From an optimization exercise on the open Yosys and OpenROAD flow, aimed at small area, a short achievable clock period and few clock cycles per item; shortcuts taken in it are not production practice. The RTL was checked by simulation tests, not by an equivalence proof against the original design.

==> design/flow/design.v <==
package relu_pkg;
    typedef enum logic [0:0] {
        S_ACC = 1'b0,
        S_OUT = 1'b1
    } state_t;
    function automatic integer acc_width(input integer n, input integer k_max);
        acc_width = 2 * n + $clog2(k_max);
    endfunction
    function automatic logic signed [63:0] sat_hi(input integer n);
        sat_hi = (64'sd1 <<< (n - 1)) - 64'sd1;
    endfunction
    function automatic logic signed [63:0] sat_lo(input integer n);
        sat_lo = -(64'sd1 <<< (n - 1));
    endfunction
endpackage
module mac_lane
#(
    parameter int N          = 18,
    parameter int ACC_W      = 38,
    parameter int SHIFT      = 18,
    parameter int LEAK_SHIFT = 3
) (
    input  logic                clk,
    input  logic                rst,
    input  logic                clr,
    input  logic                en,
    input  logic signed [N-1:0] x,
    input  logic signed [N-1:0] w,
    output logic signed [N-1:0] act
);
    localparam logic signed [ACC_W-1:0] HI = ACC_W'(relu_pkg::sat_hi(N));
    logic signed [2*N-1:0]   prod;
    logic signed [ACC_W-1:0] acc_q;
    logic signed [ACC_W-1:0] acc_next;
    logic signed [ACC_W-1:0] y;
    assign prod     = x * w;
    assign acc_next = en ? acc_q + ACC_W'(prod) : acc_q;
    assign y        = acc_next >>> SHIFT;
    always_ff @(posedge clk or negedge rst) begin
        if (!rst) begin
            acc_q <= '0;
        end else if (clr) begin
            acc_q <= '0;
        end else if (en) begin
            acc_q <= acc_next;
        end
    end
    always_comb begin
        act = '0;
        if (y < 0) begin
            act = '0;
        end else if (y > HI) begin
            act = HI[N-1:0];
        end else begin
            act = y[N-1:0];
        end
    end
endmodule
module relu_neuron_array
#(
    parameter int N          = 18,
    parameter int LANES      = 4,
    parameter int K_MAX      = 256,
    parameter int SHIFT      = 18,
    parameter int LEAK_SHIFT = 3
) (
    input  logic                 clk,
    input  logic                 rst,
    input  logic                 in_valid,
    output logic                 in_ready,
    input  logic                 in_last,
    input  logic [N-1:0]         in_x,
    input  logic [LANES*N-1:0]   in_w,
    output logic                 out_valid,
    input  logic                 out_ready,
    output logic [LANES*N-1:0]   out_data,
    output logic                 err_ovf
);
    localparam int ACC_W = relu_pkg::acc_width(N, K_MAX);
    localparam int CW    = (K_MAX > 1) ? $clog2(K_MAX) : 1;
    relu_pkg::state_t               state_q, state_d;
    logic [CW-1:0]        cnt_q;
    logic [LANES*N-1:0]   data_q;
    logic [LANES*N-1:0]   lane_act;
    logic                 fire;
    logic                 at_max;
    logic                 close;
    always_comb begin
        state_d = state_q;
        at_max  = (cnt_q == CW'(K_MAX - 1));
        fire    = (state_q == relu_pkg::S_ACC) && in_valid;
        close   = fire && (in_last || at_max);
        unique case (state_q)
            relu_pkg::S_ACC:   if (close) state_d = relu_pkg::S_OUT;
            relu_pkg::S_OUT:   if (out_ready) state_d = relu_pkg::S_ACC;
            default: state_d = relu_pkg::S_ACC;
        endcase
    end
    always_ff @(posedge clk or negedge rst) begin
        if (!rst) begin
            state_q <= relu_pkg::S_ACC;
            cnt_q   <= '0;
            data_q  <= '0;
            err_ovf <= 1'b0;
        end else begin
            state_q <= state_d;
            if (close) begin
                cnt_q  <= '0;
                data_q <= lane_act;
                if (!in_last) err_ovf <= 1'b1;
            end else if (fire) begin
                cnt_q <= cnt_q + 1'b1;
            end
        end
    end
    assign in_ready  = (state_q == relu_pkg::S_ACC);
    assign out_valid = (state_q == relu_pkg::S_OUT);
    assign out_data  = data_q;
    for (genvar i = 0; i < LANES; i++) begin : g_lane
        mac_lane #(
            .N          (N),
            .ACC_W      (ACC_W),
            .SHIFT      (SHIFT),
            .LEAK_SHIFT (LEAK_SHIFT)
        ) u_lane (
            .clk (clk),
            .rst (rst),
            .clr (close),
            .en  (fire),
            .x   (in_x),
            .w   (in_w[i*N +: N]),
            .act (lane_act[i*N +: N])
        );
    end
endmodule
==> design/flow/run.sh <==
#!/bin/bash
# synth_recipe.tcl (not shown) runs the flow's synth.tcl, then flattens the netlist and writes it again
# the make line also repeats each setting of config.mk as NAME=value (left out here)
make -C /OpenROAD-flow-scripts/flow DESIGN_CONFIG=/design/flow/config.mk WORK_HOME=/design/flow/orfs CLKGATE_MAP_FILE= SYNTH_SCRIPT=/design/flow/synth_recipe.tcl finish
==> design/flow/config.mk <==
export PLATFORM = sky130hd
export DESIGN_NAME = relu_neuron_array
export DESIGN_NICKNAME = relu_neuron_array
export VERILOG_FILES = /design/flow/design.v
export SDC_FILE = /design/flow/constraint.sdc
export NUM_CORES = 4
export LEC_CHECK = 0
export CAP_MARGIN = 20
export CORE_MARGIN = 2
export CORE_UTILIZATION = 40
export SLEW_MARGIN = 20
==> design/flow/constraint.sdc <==
create_clock -name core_clock -period 10.0 [get_ports {clk}]
set_input_delay 2.0000 -clock core_clock [delete_from_list [all_inputs] [get_ports {clk}]]
set_output_delay 2.0000 -clock core_clock [all_outputs]
set_load 0.01 [all_outputs]
==> key figures <==
Yosys
  – Number of distinct library cell variants in the gate-level netlist after synthesis: 90
  – Post-synthesis net count: 9661
  – Count of flip-flops with a built-in enable after synthesis: 0
  – Number of synthesized register bits: 258
  – Primary flip-flop cell chosen by synthesis mapping: dfrtp_1
  – Mapped Avg Cell Area: 9.347 um^2
  – Synthesized instance count: 7449
  – Sequential fraction of the synthesis area: 9.273%
  – Fraction of synthesis flops using an asynchronous set or reset pin: 100.0%
  – Syn Std Cell Area: 69620 um^2
  – Number of warnings printed during yosys synthesis: 2

Timing
  – Final worst-path setup slack: 0.6318 ns
  – Count of final setup violators: 0
  – Final Hold Fails: 0
  – Final period utilization: 93.68%
  – Max-Slew Margin vs Limit: 28.80%
  – Measured slew at the worst slew-check pin: 1.068 ns
  – Max-slew violation count: 0
  – Unrepaired setup endpoints after global routing: no
  – Peak Freq: 106.7 MHz
  – Clock Skew: 0.01552 ns
  – Clock period minus final worst setup slack: 9.368 ns
  – Hold slack: 0.4771 ns

Floorplan
  – Die outline area: 177400 um^2
  – Ports placed on the boundary: 170
  – Placeable core area: 173400 um^2
  – FP Rows: 153
  – Horizontal die dimension: 421.2 um
  – Height of the chip: 421.2 um
  – Starting Density: 40.14%

Layout
  – Most common cell after layout, fill and taps aside: inv_1
  – Highest-count cells in the layout ignoring fill and taps: inv_1, fa_1, nand2_1
  – Share of post-route cells with drive strength above 1: 5.864%
  – Finished Core Util: 44.31%
  – Post-route design area: 76860 um^2
  – Area growth from synthesis to layout: 10.39%
  – Post-layout nets: 9808
  – Total of fill cells in the finished design: 16840

Worst hold path
  – Worst Hold Depth: 2
  – Hold Crit Start: g_lane[1].u_lane.acc_q[5]
  – Worst hold path type: flop to flop
  – Sink of the worst hold path: g_lane[1].u_lane.acc_q[5]

Worst setup path
  – Max FO, Critical Path: 16
  – Critical Path End Type: flop
  – Reg-to-Reg End: data_q[12]
  – Depth of the worst register-to-register path: 22
  – Critical path arrival: 9.84 ns
  – Worst setup path category: input port to flop
  – Critical path data required time: 10.48 ns
  – Worst r2r src: g_lane[0].u_lane.acc_q[12]
  – Kind of start point of the critical path: input port
  – Worst setup slack for register-to-register paths: 3.70 ns

Clock network
  – # H-tree levels: 2
  – Post-cts resize count: 0
  – Worst-skew pair later-pin latency: 0.61 ns
  – Clock-pin slew reported for the worst setup and hold paths after clock tree synthesis: 0.06 ns
  – CTS max path bufs: 3
  – TritonCTS clock tree: built
  – Num CTS Buffers: 38
  – Clock root buffer master: clkbuf_16
  – Post-CTS setup buffers: 0
  – Sinks on the clock net: 258
  – Cts-stage hold buffer count: 0

Global routing
  – Number of global-route vias before repair: 55920
  – Overall overflow remaining after global route: 0
  – Largest net degree at the start of global routing: 111
  – All-layer global routing usage: 22.39%
  – First-pass GRT wire length: 314.6 mm
  – Antenna violations before repair: 22

Place
  – Place WS: -0.0006510 ns
  – Buffers added on ports: 169
  – Post-place instance area: 75540 um^2
  – Last weighted congestion value of the routability-driven placer: 0.9103
  – Dpl hpwl: 158.1 mm

Route
  – Total Routed Length: 191.6 mm
  – Remaining DRCs: 0
  – Antenna-violating nets left: 0
  – Total vias in the final route: 50500
  – First-pass iteration count of the detailed router: 6
  – DR vias/cell: 5.074
  – Detailed-route wire length per cell: 19.24 um
  – 1st-iter DRT viols: 2973

Run status
  – Result of the run: complete, no violations

Flow run
  – Maxcap violations: 0
## logic make-up after synthesis
| kind of cell | share of synthesized area (%) |
|---|---|
| multiplexers | 0.1150 |
| AND/OR/NAND/NOR | 13.66 |
| AO/OA/AOI/OAI | 8.135 |
| adder cells (fa/ha/maj) | 55.30 |
| flip-flops | 9.273 |
| buffers and inverters | 11.34 |
| XOR/XNOR | 2.176 |
## worst max-delay path, cell delays in order
cell,delay [ns]
clkdlybuf4s50_1,0.97
nand2_1,0.15
fa_1,0.51
inv_1,0.05
fa_1,0.49
inv_1,0.05
fa_1,0.53
inv_1,0.05
fa_1,0.45
fa_1,0.49
inv_1,0.05
fa_1,0.48
inv_1,0.04
ha_1,0.27
ha_1,0.45
nand2_1,0.14
a2111oi_0,0.26
o21ai_0,0.22
buf_4,0.23
a2111oi_0,0.44
buf_4,0.18
a211oi_1,0.06
xnor2_1,0.17
or3_1,0.35
and4bb_1,0.27
a41o_1,0.22
buf_12,0.15
o211ai_1,0.10
## metrics by stage
stage             TNS, ns  std cells
6_report                0       9954
2_1_floorplan           0       7449
3_5_place_dp   -0.0006510       9881
5_1_grt                 0       9953
3_3_place_gp            0       9881
4_1_cts                 0       9948
## worst max path at each step
stage,start,endpoint,slack (ns),depth (start not counted)
floorplan,in_x[17],data_q[54],0.22,29
global placement,in_w[65],data_q[56],0.14,28
detailed placement,in_w[65],data_q[66],-0.0007,28
CTS,in_w[65],data_q[66],0.62,28
global route,in_w[29],data_q[24],0.24,27
finish,in_w[65],data_q[66],0.63,28
## cell usage after synthesis, types with 7 or more instances
master	count	share of area (%)
a31o_2	8	0.10
nor3_1	27	0.19
o211ai_1	28	0.30
a22o_1	27	0.34
o21ai_0	208	1.5
o221a_4	10	0.29
fa_1	1600	46
ha_1	517	9.3
and3_1	22	0.20
a221o_1	16	0.23
mux2i_1	8	0.12
o21bai_1	31	0.33
nor4_1	15	0.13
buf_1	7	0.038
nand2b_1	29	0.26
nand4_1	51	0.46
clkbuf_1	366	2.0
nor2_1	178	0.96
nand3_1	53	0.38
o31ai_1	19	0.20
o221a_1	7	0.11
a211o_1	7	0.088
o22ai_1	37	0.33
xnor2_1	104	1.3
or3_1	13	0.12
nor2b_1	18	0.16
nand2_1	878	4.7
dfrtp_1	258	9.3
a21o_1	82	0.88
a21oi_1	189	1.4
a211oi_1	21	0.23
inv_1	1713	9.2
o21a_1	16	0.17
xor2_1	69	0.87
o21ai_1	20	0.14
and2_1	641	5.8
buf_2	7	0.050
a31oi_1	33	0.30
## cell type report
cell class	count	area (um^2)	share of cell area, %
multi-input cells	5092	55310	71.97
repair buffers	489	4417	5.747
clock buffers	47	1066	1.387
flip-flops and latches	258	6456	8.400
well taps	2325	2909	3.785
diodes	6	15.01	0.01954
clock inverters	20	237.7	0.3093
inverters	1717	6445	8.386
## sequential cells by signal, indices dropped and copies added (netlist names)
register and count:
err_ovf 1, cnt_q 8, g_lane.u_lane.acc_q 176, state_q 1
data_q 72
## metal layers
| metal | global-route usage, % | up-vias | part of all wire [%] |
|---|---|---|---|
| met3 | 2.583 | 248 | 4.9 |
| met2 | 38.57 | 1248 | 50 |
| met4 | 5.496 | 18 | 2.7 |
| met5 | 0 | - | 0.058 |
| li1 | - | 22710 | - |
| met1 | 30.08 | 26270 | 43 |
Testbench counts, summed over its fixed seeds: cycles 16,644, vectors 480.

## what the ideal ports hide
No port has a modelled driver above. Below, the same layout with a new extraction and two added sets of constraints.
Step 1: set_driving_cell puts a clkbuf_16 on clk and a buf_2 on each other input, an assumption about the parent block.
Step 2 also shifts input and output timing later by t, the mid clock arrival at the registers, as if the neighbouring blocks saw the same clock.
Slacks: no drivers / after step 1 / after step 2; pairs: no drivers / after step 1.
shift t [ns]: 0.675
setup slack, ns: 0.632 / 0.661 / -0.014
hold slack, ns: 0.477 / 0.477 / 0.477
worst setup path after step 2: input to register
latest minus earliest clock arrival (ns): 0.024 / 0.024
Met with ideal ports but missed after step 2: setup timing in this run. The setup slack of this run moves by +0.029 ns with the drivers and by -0.646 ns with both steps.
